Background: an optimization exercise with open tools, aiming at small area and a short achievable clock period. Do not read the settings as production practice. Only simulation tests tie the RTL to the original design; equivalence was not proved. Power is estimated from default activity; no workload was simulated.

===== flow/config.mk =====
export PLATFORM = sky130hd
export DESIGN_NAME = stream_fifo
export DESIGN_NICKNAME = stream_fifo
export VERILOG_FILES = /design/flow/design.v
export SDC_FILE = /design/flow/constraint.sdc
export NUM_CORES = 4
export LEC_CHECK = 0
export CAP_MARGIN = 20
export CORE_MARGIN = 2
export CORE_UTILIZATION = 40
export SLEW_MARGIN = 20

===== flow/constraint.sdc =====
create_clock -name core_clock -period 5.0 [get_ports {clock}]
set_input_delay 1.0000 -clock core_clock [delete_from_list [all_inputs] [get_ports {clock}]]
set_output_delay 1.0000 -clock core_clock [all_outputs]
set_load 0.01 [all_outputs]

===== flow/design.v =====
package stream_fifo_pkg;
  localparam int PHASE_BITS = 3;
endpackage
module stream_fifo #(
  parameter int WIDTH = 16,
  parameter int DEPTH = 256
) (
  input  logic                       clock,
  input  logic                       reset,
  input  logic [WIDTH-1:0]           in_data,
  input  logic                       in_valid,
  output logic                       in_ready,
  output logic [WIDTH-1:0]           out_data,
  output logic                       out_valid,
  input  logic                       out_ready,
  output logic [$clog2(DEPTH):0]     count,
  output logic                       full,
  output logic                       empty
);
  localparam int AW    = $clog2(DEPTH);
  localparam int CW    = AW + 1;
  localparam int PW    = stream_fifo_pkg::PHASE_BITS;
  localparam int NPH   = 1 << PW;
  localparam int LW    = AW - PW;
  localparam int NLOOP = 1 << LW;
  logic [PW-1:0]        phase;
  logic                 v1;
  logic [WIDTH-1:0]     p1d;
  logic [AW-1:0]        tw;         
  logic [AW-1:0]        rh;         
  logic [CW-1:0]        nst;        
  logic [NPH*WIDTH-1:0] wd;         
  logic [NPH-1:0]       wv;
  logic [NPH*WIDTH-1:0] rd;         
  logic [NPH-1:0]       rv;
  logic [WIDTH-1:0]     hq;
  logic                 hv;
  logic                 full_q, empty_q, rdy_q;
  logic [CW-1:0]        cnt_q;
  logic [NLOOP*WIDTH-1:0] taps;
  logic                   inj_en;
  logic [LW-1:0]          inj_loop;
  logic [WIDTH-1:0]       inj_data;
  genvar gb;
  generate
    for (gb = 0; gb < NLOOP; gb++) begin : g_loop
      logic [NPH*WIDTH-1:0] sh;
      always_ff @(posedge clock) begin
        if (inj_en && inj_loop == LW'(gb))
          sh <= {inj_data, sh[NPH*WIDTH-1:WIDTH]};
        else
          sh <= {sh[WIDTH-1:0], sh[NPH*WIDTH-1:WIDTH]};
      end
      assign taps[gb*WIDTH +: WIDTH] = sh[WIDTH-1:0];
    end
  endgenerate
  logic             accept, pop, need, avail, mv, byp, cap_ok, d0;
  logic [PW-1:0]    tw_s, rh_s, ofs;
  logic [LW-1:0]    cap_loop;
  logic [WIDTH-1:0] cap_data, mv_data;
  assign accept = in_valid && rdy_q;
  assign pop    = hv && out_ready;
  assign tw_s = tw[PW-1:0];
  assign rh_s = rh[PW-1:0];
  assign inj_en   = wv[phase];
  assign inj_data = wd[phase*WIDTH +: WIDTH];
  assign inj_loop = (phase < tw_s) ? tw[AW-1:PW] : tw[AW-1:PW] - LW'(1);
  assign ofs     = phase - rh_s;
  assign cap_loop = (phase >= rh_s) ? rh[AW-1:PW] : rh[AW-1:PW] + LW'(1);
  assign cap_ok   = CW'(ofs) < nst;
  assign cap_data = (inj_en && inj_loop == cap_loop) ? inj_data
                                                     : taps[cap_loop*WIDTH +: WIDTH];
  assign d0       = (ofs == '0);
  assign avail   = rv[rh_s] || (cap_ok && d0);
  assign mv_data = rv[rh_s] ? rd[rh_s*WIDTH +: WIDTH] : cap_data;
  assign need    = !hv || out_ready;
  assign mv      = avail && need;
  assign byp     = v1 && (nst < CW'(NPH));
  always_ff @(posedge clock) begin
    p1d <= in_data;
    if (mv)
      hq <= mv_data;
    for (int i = 0; i < NPH; i++) begin
      if (v1 && tw_s == PW'(i))
        wd[i*WIDTH +: WIDTH] <= p1d;
      if (byp && tw_s == PW'(i))
        rd[i*WIDTH +: WIDTH] <= p1d;
      else if (phase == PW'(i))
        rd[i*WIDTH +: WIDTH] <= cap_data;
    end
  end
  always_ff @(posedge clock) begin
    if (reset) begin
      phase   <= '0;
      v1      <= 1'b0;
      tw      <= '0;
      rh      <= '0;
      nst     <= '0;
      wv      <= '0;
      rv      <= '0;
      hv      <= 1'b0;
      cnt_q   <= '0;
      full_q  <= 1'b0;
      empty_q <= 1'b1;
      rdy_q   <= 1'b1;
    end else begin
      phase <= phase + PW'(1);
      v1    <= accept;
      if (v1)
        tw <= tw + AW'(1);
      if (mv)
        rh <= rh + AW'(1);
      nst <= nst + CW'(v1) - CW'(mv);
      for (int i = 0; i < NPH; i++) begin
        if (v1 && tw_s == PW'(i))
          wv[i] <= 1'b1;
        else if (phase == PW'(i))
          wv[i] <= 1'b0;
        if (byp && tw_s == PW'(i))
          rv[i] <= 1'b1;
        else if (mv && rh_s == PW'(i))
          rv[i] <= 1'b0;
        else if (phase == PW'(i) && cap_ok)
          rv[i] <= 1'b1;
      end
      hv      <= mv || (hv && !out_ready);
      cnt_q   <= cnt_q + CW'(accept) - CW'(pop);
      full_q  <= (cnt_q == CW'(DEPTH - 1) && accept && !pop) || (full_q && !pop);
      rdy_q   <= !((cnt_q == CW'(DEPTH - 1) && accept && !pop) || (full_q && !pop));
      empty_q <= (cnt_q == CW'(1) && pop && !accept) || (empty_q && !accept);
    end
  end
  assign in_ready  = rdy_q;
  assign full      = full_q;
  assign empty     = empty_q;
  assign count     = cnt_q;
  assign out_valid = hv;
  assign out_data  = hq;
endmodule

===== flow/run.sh =====
#!/bin/bash
# synth_recipe.tcl (not shown) runs the flow's synth.tcl, then flattens the netlist and writes it again
# the make line also repeats each setting of config.mk as NAME=value (left out here)
make -C /OpenROAD-flow-scripts/flow DESIGN_CONFIG=/design/flow/config.mk WORK_HOME=/design/flow/orfs CLKGATE_MAP_FILE= SYNTH_SCRIPT=/design/flow/synth_recipe.tcl finish

==> run summary <==
## cells by family (layout without fill, tap and decap cells)
family / count (synthesis) / after routing / synth area share, %
DFF: 4442 / 4442 / 80.3
AOI/OAI and AO/OA: 943 / 943 / 4.91
other: 0 / 2 / 0
adders and majority gates: 61 / 61 / 0.689
buffers and inverters: 407 / 980 / 1.65
and+or+nand+nor: 1151 / 1151 / 4.24
xor gates and xnor gates: 34 / 34 / 0.273
muxes: 693 / 693 / 7.90
## cell usage in the layout, fill, tap and decap left out, types with 12 or more instances in the layout
cell,synthesis,final
mux4_2,151,151
mux2_2,42,42
nor2b_1,21,20
clkdlybuf4s50_1,0,47
inv_1,46,46
bufinv_16,0,39
a21oi_2,11,12
mux2i_1,490,474
and2_1,17,15
clkinvlp_4,0,18
ha_1,58,56
nand3_1,41,41
o22a_1,14,14
edfxtp_1,272,272
buf_4,32,156
o22ai_1,15,15
dfxtp_1,4170,4164
buf_12,1,20
clkbuf_8,0,90
clkbuf_1,208,60
mux2i_4,1,16
nor2_1,481,469
o21ai_2,15,15
o21ai_0,340,340
nand2b_1,13,13
nand4_1,28,28
nand2_1,472,472
a211oi_1,20,20
xnor2_1,22,22
and3_1,22,20
a21oi_1,377,376
a31oi_1,18,18
clkbuf_16,0,397
clkinv_2,0,56
o32ai_1,12,12
clkinv_4,0,17
o221ai_1,12,12
## critical path, stage by stage, from the launching register on
cell,delay (ns)
dfxtp_2,0.32
inv_1,0.11
ha_2,0.24
inv_1,0.08
fa_1,0.46
ha_1,0.29
a21boi_0,0.19
o21a_1,0.15
o2111ai_2,0.12
a21oi_1,0.16
buf_4,0.16
nor2b_4,0.04
ha_1,0.26
inv_1,0.04
ha_1,0.20
inv_1,0.08
fa_1,0.21
inv_1,0.05
a21o_1,0.17
a21oi_1,0.22
o21bai_1,0.11
a21oi_2,0.18
o21bai_1,0.08
a21oi_1,0.17
mux2_2,0.35
## registers in the layout (all words and copies together) (netlist names), 3 cells and up
name       cells
cnt_q          9
tw             8
rh             8
rv             8
wd           128
nst            9
phase          3
wv             8
g_loop.sh   4096
hq            16
rd           128
p1d           16
## area by class of cell
| type | count | area [um^2] | area share, % |
|---|---|---|---|
| clock buffer | 547 | 11400 | 8.57 |
| tap | 3762 | 4710 | 3.54 |
| timing repair buffer | 228 | 2130 | 1.60 |
| antenna | 2 | 5.00 | 0.00376 |
| multi-input combinational | 2882 | 20900 | 15.7 |
| sequential | 4442 | 91700 | 68.9 |
| clock inverter | 156 | 2130 | 1.60 |
| inverter | 49 | 186 | 0.140 |
## power groups by stage
stage               clock [mW]  combinational (mW)  sequential (mW)
finish                    30.9                5.21             37.6
global route              32.9                5.64             37.8
CTS                       31.5                5.24             37.7
detailed placement           0                5.21             38.4
global placement             0                5.18             38.4
floorplan                    0                3.40             38.3
## final timing paths
path              cells after the start  slack, ns                          to                  startpoint
hold reg to reg                       0       0.29  g_loop[27].sh[100]$_DFF_P_  g_loop[27].sh[116]$_DFF_P_
setup / recovery                     24       0.45           nst[8]$_SDFF_PP0_         phase[0]$_SDFF_PP0_
setup reg to reg                     24       0.45           nst[8]$_SDFF_PP0_         phase[0]$_SDFF_PP0_
hold / removal                        0       0.29  g_loop[27].sh[100]$_DFF_P_  g_loop[27].sh[116]$_DFF_P_
## metal layers
layer / share of wire [%] / routed length (um)
met5: 0 / 0
met2: 45 / 103000
met3: 4.4 / 10300
met1: 48 / 110000
met4: 3.3 / 7610
## timing repair
item / 4_1_cts / 5_1_grt
setup buffers: 0 / 0
endpoints found under the setup margin: 0 / 1
gates resized for setup: 0 / 2
==> impl_metrics.tcl <==
set metrics [dict create \
    maxClockFrequency_mhz 220 \
    setup_violations 0 \
    mappedNetlistArea_um2 114000 \
    grt.overflow.total 0 \
    via_per_inst 4.59 \
    fin_setup_tns_ns 0 \
    cts_root_buf "clkbuf_16" \
    fin_skew_ns 0.0590 \
    crit_arrival_ns 5.29 \
    fin_crit_ns 4.55 \
    synth_edf_count 272 \
    cts_max_level 5 \
    cts_buffer_depth 4 \
    fillers 24300 \
    power_frac_seq_pct 51.1 \
    grt_usage_pct 15.8 \
    holdBufCountCts 0 \
    synth_most_common_cell "dfxtp_1" \
    worstPathRequired_ns 5.75 \
    grt_pass1_wl_um 347000 \
    whs_ns 0.290 \
    path_max_fanout 3 \
    io_buffers 48 \
    post_dp_cell_area_um2 120000 \
    p_leak_nw 50.0 \
    fp.coreArea_um2 284000 \
    antenna_found_initial 3 \
    yosysTopAreaCell "dfxtp_1" \
    design_area_um2 133000 \
    report.final.slew_viol_count 0 \
    cts_tree "done" \
    clock-sinks 4442 \
    sw_frac_of_total_pct 22.4 \
    p_total_mw 73.7 \
    dieWidth_um 538 \
    synth-seq-cells 4442 \
    relSlewSlack_pct 21.1 \
    dieArea_um2 289000 \
    power.switching_mw 16.5 \
    endpoint_kind "flop" \
    powerDensity_nw_per_um2 554 \
    cts_buffers 391 \
    synth_flop_cell "dfxtp_1" \
    ioPinCount 49 \
    pre_cts_ws_ns 0.318 \
    grt_util_met3_pct 2.52 \
    worstSetupStartpointType "flop" \
    syn_avg_cell_area_um2 14.8 \
    synthCells 7731 \
    synth_area_leaders "dfxtp_1 73%, edfxtp_1 7.2%, mux2i_1 4.3%" \
    hold_path_class "flop to flop" \
    grt_pass1_vias 55300 \
    syn_nets 7812 \
    rsz0062_at_grt "false" \
    yosysSeqAreaShare_pct 80.3 \
    drt-total-wl_um 231000 \
    top_usage_layer "met2" \
    synth_commonest_cells "4170 x dfxtp_1, 490 x mux2i_1, 481 x nor2_1" \
    dr_total_vias 55400 \
    drive_gt1_share_pct 13.7 \
    synth_top_area_share_pct 73.2 \
    tightest_slew_ns 1.18 \
    gp_congestion 0.851 \
    route.detailed.drc 0 \
    p_comb_share_pct 7.1 \
    rows 196 \
    ir_worst_vdd_mv 0.352 \
    met2_usage_pct 25.0 \
    ys_types 93 \
    fp.dieH_um 538 \
    place_inst 11400 \
    status "no timing/DRC/antenna violations" \
    area_growth_pct 16.7 \
    async_reset_ff_share_pct 0 \
    stdcell_count 12100 \
    path_class "flop to flop" \
    finalCritPeriodShare_pct 91.0 \
    cap_violations 0 \
    first_pass_iters 6 \
    grtUsageMet1_pct 21.8 \
    place_hpwl_um 139000 \
    initial_core_util_pct 40.1 \
    clock_latency_ns 0.90 \
    utilization_pct 46.8 \
    grt_start_max_net_pins 93 \
    p_clk_share_pct 41.9 \
    routedWlPerCell_um 19.1 \
    antenna_left 0 \
    cts.clk_slew.worst_paths_ns 0.07 \
    p_int_mw 57.2 \
    fin_ws_ns 0.452 \
    fin_nets 8075 \
    hold_violations 0 \
    ys_warn_count 1 \
    drtIter0Drc 3600 \
]

[port drivers added, routing unchanged]
No port has a modelled driver above. Below, the same layout with a new extraction and two added sets of constraints. Step 1 (the two cells are an assumption about what drives the block):
set clk [get_ports {clock}]
set_driving_cell -lib_cell sky130_fd_sc_hd__clkbuf_16 $clk
set_driving_cell -lib_cell sky130_fd_sc_hd__buf_2 [delete_from_list [all_inputs] $clk]
Step 2, shift: input delay + t, output delay - t, t = (earliest + latest rising clock arrival at the registers) / 2. This alone moves slack from input paths to output paths. Slacks: ideal ports / drivers / drivers and shift; pairs: ideal ports / drivers.
t (ns): 0.961
setup WS [ns]: 0.452 / 0.452 / 0.452
worst hold slack (ns): 0.290 / 0.290 / 0.290
slew at the worst register clock pin (ns): 0.07 / 0.07
worst data-port slew with drivers (ns): 0.04
After both steps setup and hold are still met in this run. The setup slack of this run moves by 0.000 ns with the drivers and by 0.000 ns with both steps.
